Background: an optimization exercise with open tools, aiming at small area and a short achievable clock period. Do not read the settings as production practice. Only simulation tests tie the RTL to the original design; equivalence was not proved. Power and IR drop assume default switching activity.

## maple
// fpalu_top
module fpalu_top (
	input  logic                 clk,
	input  logic                 rst,
	input  logic                 in_valid,
	input  fpalu_pkg::fpalu_op_t op,
	input  logic                 a_sgn,
	input  fpalu_pkg::exp_t      a_exp,
	input  fpalu_pkg::man_t      a_man,
	input  logic                 b_sgn,
	input  fpalu_pkg::exp_t      b_exp,
	input  fpalu_pkg::man_t      b_man,
	output logic                 out_valid,
	output logic                 y_sgn,
	output fpalu_pkg::exp_t      y_exp,
	output fpalu_pkg::man_t      y_man
);
==> flow/config.mk <==
export PLATFORM = sky130hd
export DESIGN_NAME = fpalu_top
export DESIGN_NICKNAME = fpalu_top
export VERILOG_FILES = /design/flow/design.v
export SDC_FILE = /design/flow/constraint.sdc
export NUM_CORES = 4
export LEC_CHECK = 0
export CAP_MARGIN = 20
export CORE_MARGIN = 2
export CORE_UTILIZATION = 40
export SETUP_SLACK_MARGIN = 2.7
export SLEW_MARGIN = 20
export TNS_END_PERCENT = 5
==> flow/constraint.sdc <==
create_clock -name core_clock -period 5.5 [get_ports {clk}]
set_input_delay 1.1000 -clock core_clock [delete_from_list [all_inputs] [get_ports {clk}]]
set_output_delay 1.1000 -clock core_clock [all_outputs]
set_load 0.01 [all_outputs]
standard.sh (not shown) runs the stock make flow with config.mk's settings and CLKGATE_MAP_FILE= SYNTH_SCRIPT=/design/flow/synth_recipe.tcl, a recipe that flattens the netlist after the stock synthesis.
==> flow/flow/run.sh <==
#!/bin/bash
# Standard layout, with the port buffers made from plain buffers instead of
# the delay cells buffer_ports picks by default.
set -euo pipefail
cd "$(dirname "$0")/.."
bash standard.sh synth > synth.log 2>&1
bash standard.sh "BUFFER_PORTS_ARGS=-buffer_cell sky130_fd_sc_hd__buf_1" RECOVER_POWER=50 finish > layout.log 2>&1
Finished, but not clean: maple, with max-capacitance violations, max-slew violations.
#### Input delta (fjord over maple)
Settings: PLACE_DENSITY newly set to 0.7.
==> flow/flow/run.sh <==
#!/bin/bash
# Standard layout, with the port buffers made from plain buffers instead of
# the delay cells buffer_ports picks by default.
set -euo pipefail
cd "$(dirname "$0")/.."
bash standard.sh synth > synth.log 2>&1
bash standard.sh "BUFFER_PORTS_ARGS=-buffer_cell sky130_fd_sc_hd__buf_1" finish > layout.log 2>&1
Findings:
Going from maple to fjord, the met1 layer wirelength in the final routing was found to have gone down by about 5%. Diff maple and fjord: count of clock-buffer cells in the layout higher in fjord. Against maple, fjord reports a utilization that is higher. Status | maple and fjord | clean except maple. From the logs: maple reached the end of the flow and failed the layout checks with max-capacitance violations, max-slew violations. Setup WNS maple -> fjord: better. Comparing maple against fjord, there is no change at all in effective utilization at floorplan. Final area came out higher on fjord than on maple. Capture point of the worst path: x2[16] -> fjord, y2[18] -> maple.
Relative to fjord, the following input files were edited for willow:
Settings: CTS_CLUSTER_SIZE: unset -> 40; CTS_CLUSTER_DIAMETER: unset -> 100; PLACE_DENSITY: 0.7 -> unset; TNS_END_PERCENT: 5 -> unset.
==> flow/flow/run.sh <==
#!/bin/bash
# Standard layout, with the port buffers made from plain buffers instead of
# the delay cells buffer_ports picks by default.
set -euo pipefail
cd "$(dirname "$0")/.."
bash standard.sh synth > synth.log 2>&1
bash standard.sh "BUFFER_PORTS_ARGS=-buffer_cell sky130_fd_sc_hd__buf_2" finish > layout.log 2>&1
Results
Looking at the reports, fjord completed the entire flow and the layout it produced met the timing, design-rule and antenna checks.
Having completed the whole flow, willow delivered a layout that passed the timing, design-rule and antenna checks.
Diff fjord -> willow: average vias per placed instance -about 3%; critical path depth +3; sequential share of layout area -0.17 points.
The higher final period utilization of fjord and willow is in fjord.
Compared to fjord, willow has met2 wire length about 5.6% higher.
in -> reg as the startpoint-to-endpoint class of the critical path was reported by willow, and reg -> reg by fjord.
Per the comparison of willow with fjord, design area rose by 1.4%; portion of total power attributed to the clock network fell by 0.5 points.
On willow: number of signal-net buffers in the layout is 16% higher than what fjord gave.

========
== run A ==
Starting RTL as in the previous note.
Settings: LEC_CHECK=0, ABC_AREA=1, CAP_MARGIN=20, CORE_MARGIN=2, CORE_UTILIZATION=40, PLACE_DENSITY=0.7, SETUP_SLACK_MARGIN=2.7, SLEW_MARGIN=20; clock period 5.5 ns.
==> flow/flow/run.sh <==
#!/bin/bash
# Standard layout, with the port buffers made from plain buffers instead of
# the delay cells buffer_ports picks by default.
set -euo pipefail
cd "$(dirname "$0")/.."
bash standard.sh synth > synth.log 2>&1
bash standard.sh "BUFFER_PORTS_ARGS=-buffer_cell sky130_fd_sc_hd__buf_1" finish > layout.log 2>&1
Run A ran to completion and came out clean on the timing, design-rule and antenna checks.
[inputs] run B vs run A
==> flow/config.mk <==
export PLATFORM = sky130hd
export DESIGN_NAME = fpalu_top
export DESIGN_NICKNAME = fpalu_top
export VERILOG_FILES = /design/flow/design.v
export SDC_FILE = /design/flow/constraint.sdc
export NUM_CORES = 4
export LEC_CHECK = 0
export CAP_MARGIN = 20
export CORE_MARGIN = 2
export CORE_UTILIZATION = 40
export PLACE_DENSITY = 0.65
export SETUP_SLACK_MARGIN = 2.7
export SLEW_MARGIN = 20
### Flow results
- Flip-flop and latch share of the layout cell area in run B is 1.1 points higher than in run A
- Note that the total length of routed met3 wires recorded for run B amounts to 0.70 times the value seen in run A.
- [compare] base=run A new=run B: combinational share of power went down by 2.4 points; multi-input gate share of the layout cell area went up by 4.5 points; utilization went down by 1.5 points.
- Number of gates given a new drive strength after cts ends up higher on run A.
- Going from run A to run B, vias after detailed routing now smaller; slew of the pin with the lowest slew margin +31 ps; sequential area share after synthesis fell 0.26 points; share of the cycle needed by the critical path after routing shows a reduction of 4.7 points.
The inputs of run C differ from those of run B as listed below.
-- flow/config.mk --
<<< run B, line 9
export CORE_MARGIN = 2
export CORE_UTILIZATION = 40
export PLACE_DENSITY = 0.65
export SETUP_SLACK_MARGIN = 2.7
export SLEW_MARGIN = 20
>>> run C, line 9
export CORE_MARGIN = 2
export CORE_UTILIZATION = 40
export PLACE_DENSITY = 0.7
export SETUP_SLACK_MARGIN = 2.65
export SLEW_MARGIN = 20
==> run summary <==
From run B to run C the numbers moved as follows: detailed-routed wire length on met2 grew by about 2.2%, total power shrank by 60 uW, layout cell share with drive strength beyond 1 shrank by 1.5 points, overall global routing resource usage grew by 0.33 points.
Of the two values seen for cell with the largest stage delay on the worst path, dfxtp_2 was produced by run C and fa_1 by run B.
Relative area of clock buffers and inverters in the final design ended up 0.27 points higher on run C than on run B.
Run C vs. run B: logic depth of the worst path, buffers included fell 1; cell area fell 170 um2; combined area of the multi-input logic cells about even; worst path setup slack after routing fell 56 ps; placement-stage cell area about even.
Cmp run C and run B / clock network fraction of design power / lower: run B
--- input diff run C..run D ---
-- flow/config.mk --
<<< run C, line 9
export CORE_MARGIN = 2
export CORE_UTILIZATION = 40
export PLACE_DENSITY = 0.7
export SETUP_SLACK_MARGIN = 2.65
export SLEW_MARGIN = 20
>>> run D, line 9
export CORE_MARGIN = 2
export CORE_UTILIZATION = 40
export SETUP_SLACK_MARGIN = 2.7
export SLEW_MARGIN = 20
==> run summary <==
- A end of the critical path of y2[15]$_DFF_P_ is what run D shows, while y2[12]$_DFF_P_ belongs to run C.
- Compared with run C, in run D count of placed standard cells in the final layout, fillers left out rose by 13, maximum VDD drop rose by about 4%, wire length on met3 fell by 24%.
> inputs changed (run D -> run E)
==> flow/config.mk <==
export PLATFORM = sky130hd
export DESIGN_NAME = fpalu_top
export DESIGN_NICKNAME = fpalu_top
export VERILOG_FILES = /design/flow/design.v
export SDC_FILE = /design/flow/constraint.sdc
export NUM_CORES = 4
export LEC_CHECK = 0
export CAP_MARGIN = 10
export CORE_MARGIN = 2
export CORE_UTILIZATION = 40
export PLACE_DENSITY = 0.7
export SETUP_SLACK_MARGIN = 2.7
export SLEW_MARGIN = 10
Notes after the runs:
Area share of xor/xnor cells in the synthesized design of run E is on par with run D.
Going from run D to run E, setup slack now larger; number of cells in the finished layout apart from fillers went down; minimum period implied by the final worst setup slack now smaller; switching component of the power dropped 37 uW.
#### Input delta (run F over run E)
==> flow/config.mk <==
export PLATFORM = sky130hd
export DESIGN_NAME = fpalu_top
export DESIGN_NICKNAME = fpalu_top
export VERILOG_FILES = /design/flow/design.v
export SDC_FILE = /design/flow/constraint.sdc
export NUM_CORES = 4
export LEC_CHECK = 0
export CAP_MARGIN = 20
export CORE_MARGIN = 2
export CORE_UTILIZATION = 50
export PLACE_DENSITY = 0.7
export SETUP_SLACK_MARGIN = 2.7
export SLEW_MARGIN = 20
==> comparison <==
Run F: PASS, flow complete, no timing, DRC or antenna violations
[run F] largest net degree at the start of global routing fell 21 relative to run E
In run F relative to run E, worst vdd rail ir drop had gone down by a few percent.
Run E reports its slowest stage cell on the critical path as a221o_1 while run F reports fa_1.
Compared with run E, run F shows a higher register share of the cell area.
First-pass GRT wire length ends up lower on run F.
Summary — met2 demand-to-capacity share in global routing, run F relative to run E: higher, by 8.7 points.

========
The RTL this note starts from:
==> flow/design.v <==
package fpalu_pkg;
	typedef logic [5:0] exp_t;	 
	typedef logic [21:0] man_t;	 
	typedef logic [4:0] hexp_t;	 
	typedef logic [22:0] sum_t;
	typedef logic [4:0] shamt_t;
	typedef enum logic {
		OP_ADD = 1'b0,	 
		OP_MUL = 1'b1	 
	} fpalu_op_t;
	localparam int AL_EXP_BIAS = 31;	 
	localparam int ML_EXP_BIAS = 15;	 
	localparam int ML_MAN_BITS = 11;	 
	localparam int PP_BITS = 12;	 
endpackage
module exp_lt (
	input  logic [5:0] a,
	input  logic [5:0] b,
	output logic       lt	 
);
	logic [5:0] g, e;
	logic       lt1, lt0, eq1, eq0;
	always_comb begin
		g = ~a & b;	 
		e = ~(a ^ b);
		lt1 = g[5] | (e[5] & g[4]) | (e[5] & e[4] & g[3]);
		eq1 = e[5] & e[4] & e[3];
		lt0 = g[2] | (e[2] & g[1]) | (e[2] & e[1] & g[0]);
		lt = lt1 | (eq1 & lt0);
	end
endmodule
module operand_align (
	input  logic [21:0] man,
	input  logic [5:0]  d,
	output logic [21:0] sh
);
	always_comb begin
		sh = man;
		if (d[0]) sh = sh >> 1;
		if (d[1]) sh = sh >> 2;
		if (d[2]) sh = sh >> 4;
		if (d[3]) sh = sh >> 8;
		if (d[4]) sh = sh >> 16;
		if (d[5]) sh = '0;
	end
endmodule
module booth_enc (
	input  logic [10:0] y,
	output logic [5:0]  one,	 
	output logic [5:0]  two,	 
	output logic [5:0]  neg	 
);
	logic [12:0] yz;	 
	always_comb begin
		yz = {1'b0, y, 1'b0};
		for (int k = 0; k < 6; k++) begin
			logic [2:0] g;
			g = yz[2*k +: 3];
			one[k] = g[0] ^ g[1];
			two[k] = (g == 3'b011) || (g == 3'b100);
			neg[k] = g[2] & ~(g[1] & g[0]);	 
		end
	end
endmodule
module booth_mul (
	input  logic [10:0] m,	 
	input  logic [5:0]  one,
	input  logic [5:0]  two,
	input  logic [5:0]  neg,
	output logic [22:0] row_s,
	output logic [22:0] row_c
);
	localparam logic [7:0] K_HI = 8'hD5;
	logic [5:0][11:0]  e;	 
	logic [5:0][22:0]  r;
	always_comb begin
		for (int k = 0; k < 6; k++)
			e[k] = (({12{one[k]}} & {1'b0, m}) | ({12{two[k]}} & {m, 1'b0})) ^ {12{neg[k]}};
		r[0] = {K_HI, ~neg[0], neg[0], neg[0], e[0]};
		for (int k = 1; k < 5; k++)
			r[k] = 23'({~neg[k], e[k], 1'b0, neg[k-1]}) << (2 * k - 2);
		r[5] = 23'({e[5], 1'b0, neg[4]}) << 8;	 
	end
	function automatic logic [45:0] csa(input logic [22:0] a, input logic [22:0] b, input logic [22:0] c);
		logic [22:0] s, cy;
		s = a ^ b ^ c;
		cy = (a & b) | (a & c) | (b & c);
		csa = {s, cy[21:0], 1'b0};
	endfunction
	logic [22:0] s1a, c1a, s1b, c1b, s2, c2;
	always_comb begin
		{s1a, c1a} = csa(r[0], r[1], r[2]);
		{s1b, c1b} = csa(r[3], r[4], r[5]);
		{s2, c2} = csa(s1a, c1a, s1b);
		{row_s, row_c} = csa(s2, c2, c1b);
	end
endmodule
module lzc23 (
	input  logic [22:0] w,
	output logic [4:0]  n	 
);
	always_comb begin
		n = 5'd23;
		for (int k = 0; k < 23; k++)
			if (w[k])
				n = 5'(22 - k);
	end
endmodule
module lzc11 (
	input  logic [10:0] w,
	output logic [3:0]  n	 
);
	always_comb begin
		n = 4'd11;
		for (int k = 0; k < 11; k++)
			if (w[k])
				n = 4'(10 - k);
	end
endmodule
module lza23 (
	input  logic [22:0] x,
	input  logic [22:0] y,
	input  logic        ci,
	output logic [4:0]  n
);
	logic [22:0] f;
	logic [22:0] o;	 
	always_comb begin
		o = {x[21:0] | y[21:0], ci};
		f = ~(x ^ y) & o;
	end
	lzc23 u_lzc (
		.w(f),
		.n(n)
	);
endmodule
module sum_normalize (
	input  logic [22:0] w,
	input  logic [3:0]  z,
	input  logic        nc,	 
	output logic [21:0] man,
	output logic        c
);
	logic [22:0] sh;
	always_comb begin
		sh = w;
		if (z[3]) sh = sh << 8;
		if (z[2]) sh = sh << 4;
		if (z[1]) sh = sh << 2;
		if (z[0]) sh = sh << 1;
		c = ~nc & ~sh[22];
		man = c ? sh[21:0] : sh[22:1];
	end
endmodule
module fpalu_top (
	input  logic                 clk,
	input  logic                 rst,
	input  logic                 in_valid,
	input  fpalu_pkg::fpalu_op_t op,
	input  logic                 a_sgn,
	input  fpalu_pkg::exp_t      a_exp,
	input  fpalu_pkg::man_t      a_man,
	input  logic                 b_sgn,
	input  fpalu_pkg::exp_t      b_exp,
	input  fpalu_pkg::man_t      b_man,
	output logic                 out_valid,
	output logic                 y_sgn,
	output fpalu_pkg::exp_t      y_exp,
	output fpalu_pkg::man_t      y_man
);
	logic        a_lt_b, lt, mul;
	logic [5:0]  dab, dba;
	logic        nz_a, nz_b;
	logic [10:0] sb;
	logic [5:0]  one, two, neg;
	logic [3:0]  lb;
	exp_lt u_lt (
		.a (a_exp),
		.b (b_exp),
		.lt(a_lt_b)
	);
	always_comb begin
		mul = (op == fpalu_pkg::OP_MUL);
		lt = a_lt_b & ~mul;
		dab = a_exp - b_exp;
		dba = b_exp - a_exp;
		nz_a = (a_exp[4:0] != '0);
		nz_b = (b_exp[4:0] != '0);
		sb = {nz_b, b_man[9:0]};
	end
	booth_enc u_enc (
		.y  (sb),
		.one(one),
		.two(two),
		.neg(neg)
	);
	lzc11 u_lzb (
		.w(sb),
		.n(lb)
	);
	logic        v1, mul1, sl1, sr1;
	logic [5:0]  el1, er1, d1;
	logic [21:0] ml1, mr1;
	always_ff @(posedge clk) begin
		v1 <= in_valid & ~rst;
		mul1 <= mul;
		sl1 <= lt ? b_sgn : a_sgn;
		sr1 <= lt ? a_sgn : b_sgn;
		el1 <= lt ? b_exp : a_exp;
		er1 <= lt ? a_exp : b_exp;
		if (mul) begin
			ml1 <= {11'b0, nz_a, a_man[9:0]};
			mr1 <= {lb, neg, two, one};
			d1 <= 6'({1'b0, a_exp[4:0]} + {1'b0, b_exp[4:0]} + 6'd3);
		end else begin
			ml1 <= lt ? b_man : a_man;
			mr1 <= lt ? a_man : b_man;
			d1 <= a_lt_b ? dba : dab;
		end
	end
	logic [21:0] rsh;
	logic        lz, sub;
	logic [22:0] prod_s, prod_c;
	logic [3:0]  la;
	logic        pz, nz_r;
	logic [5:0]  pexp;
	logic [4:0]  pzc;
	operand_align u_align (
		.man(mr1),
		.d  (d1),
		.sh (rsh)
	);
	booth_mul u_mul (
		.m    (ml1[10:0]),
		.one  (mr1[5:0]),
		.two  (mr1[11:6]),
		.neg  (mr1[17:12]),
		.row_s(prod_s),
		.row_c(prod_c)
	);
	lzc11 u_lza (
		.w(ml1[10:0]),
		.n(la)
	);
	always_comb begin
		lz = (ml1 == '0);
		sub = sl1 ^ sr1;
		nz_r = (er1[4:0] != '0);
		pz = (la == 4'd11) || (mr1[21:18] == 4'd11);
		pexp = d1 + (pz ? 6'd0 : 6'(!ml1[10]) + 6'(!nz_r));
		pzc = pz ? 5'd23 : 5'(5'd1 + la + mr1[21:18]);
	end
	logic        v2, sg2, byp2, ci2, mul2;
	logic [5:0]  e2;
	logic [4:0]  zm2;
	logic [22:0] x2, y2;
	always_ff @(posedge clk) begin
		v2 <= v1 & ~rst;
		mul2 <= mul1;
		zm2 <= pzc;
		if (mul1) begin
			x2 <= prod_s;
			y2 <= prod_c;
			ci2 <= 1'b0;
			e2 <= pexp;
			sg2 <= sub;
			byp2 <= 1'b0;
		end else if (lz) begin
			x2 <= {mr1, 1'b0};
			y2 <= '0;
			ci2 <= 1'b0;
			e2 <= er1;
			sg2 <= sr1;
			byp2 <= 1'b1;
		end else begin
			x2 <= {1'b0, ml1};
			y2 <= {1'b0, rsh} ^ {23{sub}};
			ci2 <= sub;
			e2 <= el1 + 6'd1;
			sg2 <= sl1;
			byp2 <= 1'b0;
		end
	end
	logic [24:0] sum;
	logic [22:0] w;
	logic        wrap;
	logic [4:0]  zl, zs, z;
	lza23 u_lzant (
		.x (x2),
		.y (y2),
		.ci(ci2),
		.n (zl)
	);
	always_comb begin
		sum = {1'b0, x2, ci2} + {1'b0, y2, ci2};
		w = sum[23:1];
		wrap = ci2 & ~sum[24];	 
		zs = mul2 ? zm2 : (byp2 ? 5'd0 : zl);
		z = wrap ? 5'd0 : zs;
	end
	logic        v3, sg3, nc3;
	logic [5:0]  e3;
	logic [4:0]  z3;
	logic [22:0] w3;
	always_ff @(posedge clk) begin
		v3 <= v2 & ~rst;
		w3 <= z[4] ? {w[6:0], 16'b0} : w;
		z3 <= z;
		nc3 <= byp2 | (zs == 5'd23);
		e3 <= e2;
		sg3 <= sg2;
	end
	logic [21:0] nman;
	logic        c;
	logic [5:0]  ez0, ez1;
	always_comb begin
		ez0 = e3 - 6'(z3);
		ez1 = ez0 - 6'd1;
	end
	sum_normalize u_norm (
		.w  (w3),
		.z  (z3[3:0]),
		.nc (nc3),
		.man(nman),
		.c  (c)
	);
	always_ff @(posedge clk) begin
		out_valid <= v3 & ~rst;
		y_sgn <= sg3;
		y_exp <= c ? ez1 : ez0;
		y_man <= nman;
	end
endmodule
export LEC_CHECK = 0
export ABC_AREA = 1
export CAP_MARGIN = 20
export CORE_MARGIN = 2
export CORE_UTILIZATION = 40
export SETUP_SLACK_MARGIN = 2.8
export SLEW_MARGIN = 20
create_clock -name core_clock -period 5.5 [get_ports {clk}]
run.sh (not shown) runs the stock make flow with config.mk's settings and CLKGATE_MAP_FILE= SYNTH_SCRIPT=/design/flow/synth_recipe.tcl, a recipe that flattens the netlist after the stock synthesis.
Stock flow here: none of the scripts above is used.
Edit:
Settings changed: ABC_AREA 1 to default, SETUP_SLACK_MARGIN 2.8 to 2.5.
Effect:
- The changed run produced a clean layout
- die area grows by 2.2%
- maximum frequency rises by 2.0%
- clock skew hardly moves
Edit:
==> flow/flow/run.sh (new file) <==
#!/bin/bash
# Standard layout with the extra ORFS settings below
set -euo pipefail
cd "$(dirname "$0")/.."
bash standard.sh synth > synth.log 2>&1
bash standard.sh "BUFFER_PORTS_ARGS=-buffer_cell sky130_fd_sc_hd__buf_1" finish > layout.log 2>&1
==> flow/standard.sh (new file) <==
#!/bin/bash
# synth_recipe.tcl (not shown) runs the flow's synth.tcl, then flattens the netlist and writes it again
# the make line also repeats each setting of config.mk as NAME=value (left out here)
make -C /OpenROAD-flow-scripts/flow DESIGN_CONFIG=/design/flow/config.mk WORK_HOME=/design/flow/orfs CLKGATE_MAP_FILE= SYNTH_SCRIPT=/design/flow/synth_recipe.tcl "${@:-finish}"
Settings changed: CORE_UTILIZATION 40 to 60.
removed: flow/run.sh
Core utilization went up by 21 points; wire length went down by a few percent; combinational power went down by a few percent.
Edit:
==> flow/run.sh (new file) <==
#!/bin/bash
# synth_recipe.tcl (not shown) runs the flow's synth.tcl, then flattens the netlist and writes it again
# the make line also repeats each setting of config.mk as NAME=value (left out here)
make -C /OpenROAD-flow-scripts/flow DESIGN_CONFIG=/design/flow/config.mk WORK_HOME=/design/flow/orfs CLKGATE_MAP_FILE= SYNTH_SCRIPT=/design/flow/synth_recipe.tcl finish
Settings changed: ABC_AREA from default to 1, CORE_UTILIZATION 60 to 40.
removed: flow/flow/run.sh
removed: flow/standard.sh
- flip-flop and latch count is unchanged
- global-route usage went down by 6.9 points
- worst setup slack is worse by 0.022 ns
- maximum frequency went down by 0.73%
- final area went up by 6.2%
Edit:
==> flow/flow/run.sh (new file) <==
#!/bin/bash
# Standard layout, with the port buffers made from plain buffers instead of
# the delay cells buffer_ports picks by default.
set -euo pipefail
cd "$(dirname "$0")/.."
bash standard.sh synth > synth.log 2>&1
bash standard.sh "BUFFER_PORTS_ARGS=-buffer_cell sky130_fd_sc_hd__buf_2" finish > layout.log 2>&1
==> flow/standard.sh (new file) <==
#!/bin/bash
# synth_recipe.tcl (not shown) runs the flow's synth.tcl, then flattens the netlist and writes it again
# the make line also repeats each setting of config.mk as NAME=value (left out here)
make -C /OpenROAD-flow-scripts/flow DESIGN_CONFIG=/design/flow/config.mk WORK_HOME=/design/flow/orfs CLKGATE_MAP_FILE= SYNTH_SCRIPT=/design/flow/synth_recipe.tcl "${@:-finish}"
Settings changed: ABC_AREA 1 to default.
removed: flow/run.sh
The changed run ran to the end with no violations.
Synthesized cell count fell by 11%.
Worst setup slack improves by 0.042 ns.
Final area is lower by 4.5%.
Final cell count falls by 11%.
Routed wire length falls by 11%.
Area after synthesis came out higher by 2.3%.
Clock-buffer cell count does not change.
Edit:
==> flow/run.sh (new file) <==
#!/bin/bash
# synth_recipe.tcl (not shown) runs the flow's synth.tcl, then flattens the netlist and writes it again
# the make line also repeats each setting of config.mk as NAME=value (left out here)
make -C /OpenROAD-flow-scripts/flow DESIGN_CONFIG=/design/flow/config.mk WORK_HOME=/design/flow/orfs CLKGATE_MAP_FILE= SYNTH_SCRIPT=/design/flow/synth_recipe.tcl finish
Settings changed: SETUP_SLACK_MARGIN 2.5 to 3.2.
removed: flow/flow/run.sh
removed: flow/standard.sh
Outcome: Flip-flop and latch count stays the same; critical path depth does not change; final cell count increases by 7.6%; first-iteration DRC count rose by 19%; via count went up by 10%; power grows by 25%; combinational power grows by 43%.

what the ideal ports hide:
How much do the figures lean on ideal ports? The routed layouts below were timed once more, with nothing changed but the port constraints.
Step 1 (the two cells are an assumption about what drives the block):
set clk [get_ports {clk}]
set_driving_cell -lib_cell sky130_fd_sc_hd__clkbuf_16 $clk
set_driving_cell -lib_cell sky130_fd_sc_hd__buf_2 [delete_from_list [all_inputs] $clk]
Step 2 adds t to the input delays and takes it off the output delays; t is the mean of the earliest and latest rising clock arrival at the registers after step 1. Input paths then give back, and output paths get back, about the clock's delay inside the block.
a / b / c = ideal ports / drivers / drivers and shift; a / b = the first two.
| run | t (ns) | setup slack, ns | hold WS [ns] | slew at the worst register clock pin (ns) |
|---|---|---|---|---|
| maple | 0.483 | 1.723 / 1.723 / 1.721 | 0.327 / 0.327 / 0.327 | 0.08 / 0.08 |
| fjord | 0.482 | 2.600 / 2.600 / 2.198 | 0.322 / 0.322 / 0.322 | 0.07 / 0.07 |
| willow | 0.490 | 2.700 / 2.725 / 2.235 | 0.327 / 0.327 / 0.327 | 0.07 / 0.07 |
| run A | 0.495 | 2.496 / 2.496 / 2.342 | 0.323 / 0.323 / 0.323 | 0.09 / 0.09 |
| run B | 0.480 | 2.752 / 2.752 / 2.363 | 0.328 / 0.328 / 0.328 | 0.07 / 0.07 |
| run C | 0.497 | 2.696 / 2.696 / 2.301 | 0.329 / 0.329 / 0.329 | 0.08 / 0.08 |
| run D | 0.489 | 2.743 / 2.743 / 2.355 | 0.320 / 0.320 / 0.320 | 0.07 / 0.07 |
| run E | 0.482 | 2.780 / 2.774 / 2.292 | 0.328 / 0.328 / 0.328 | 0.07 / 0.07 |
| run F | 0.481 | 2.724 / 2.724 / 2.332 | 0.323 / 0.323 / 0.323 | 0.07 / 0.07 |
| the first run of note 3 | 0.487 | 2.478 / 2.478 / 2.405 | 0.329 / 0.329 / 0.329 | 0.08 / 0.08 |
| the second run of note 3 | 0.497 | 2.537 / 2.541 / 2.071 | 0.322 / 0.322 / 0.322 | 0.08 / 0.08 |
| the third run of note 3 | 0.498 | 2.535 / 2.535 / 2.085 | 0.332 / 0.332 / 0.332 | 0.09 / 0.09 |
| the fourth run of note 3 | 0.485 | 2.513 / 2.513 / 2.230 | 0.324 / 0.324 / 0.324 | 0.08 / 0.08 |
| the fifth run of note 3 | 0.499 | 2.555 / 2.568 / 2.069 | 0.320 / 0.320 / 0.320 | 0.09 / 0.09 |
| the sixth run of note 3 | 0.502 | 2.672 / 2.676 / 2.173 | 0.320 / 0.320 / 0.320 | 0.08 / 0.08 |
For the sixth run of note 3, which loses most, drivers alone change the setup slack by +0.004 ns; drivers and shift together by -0.499 ns.
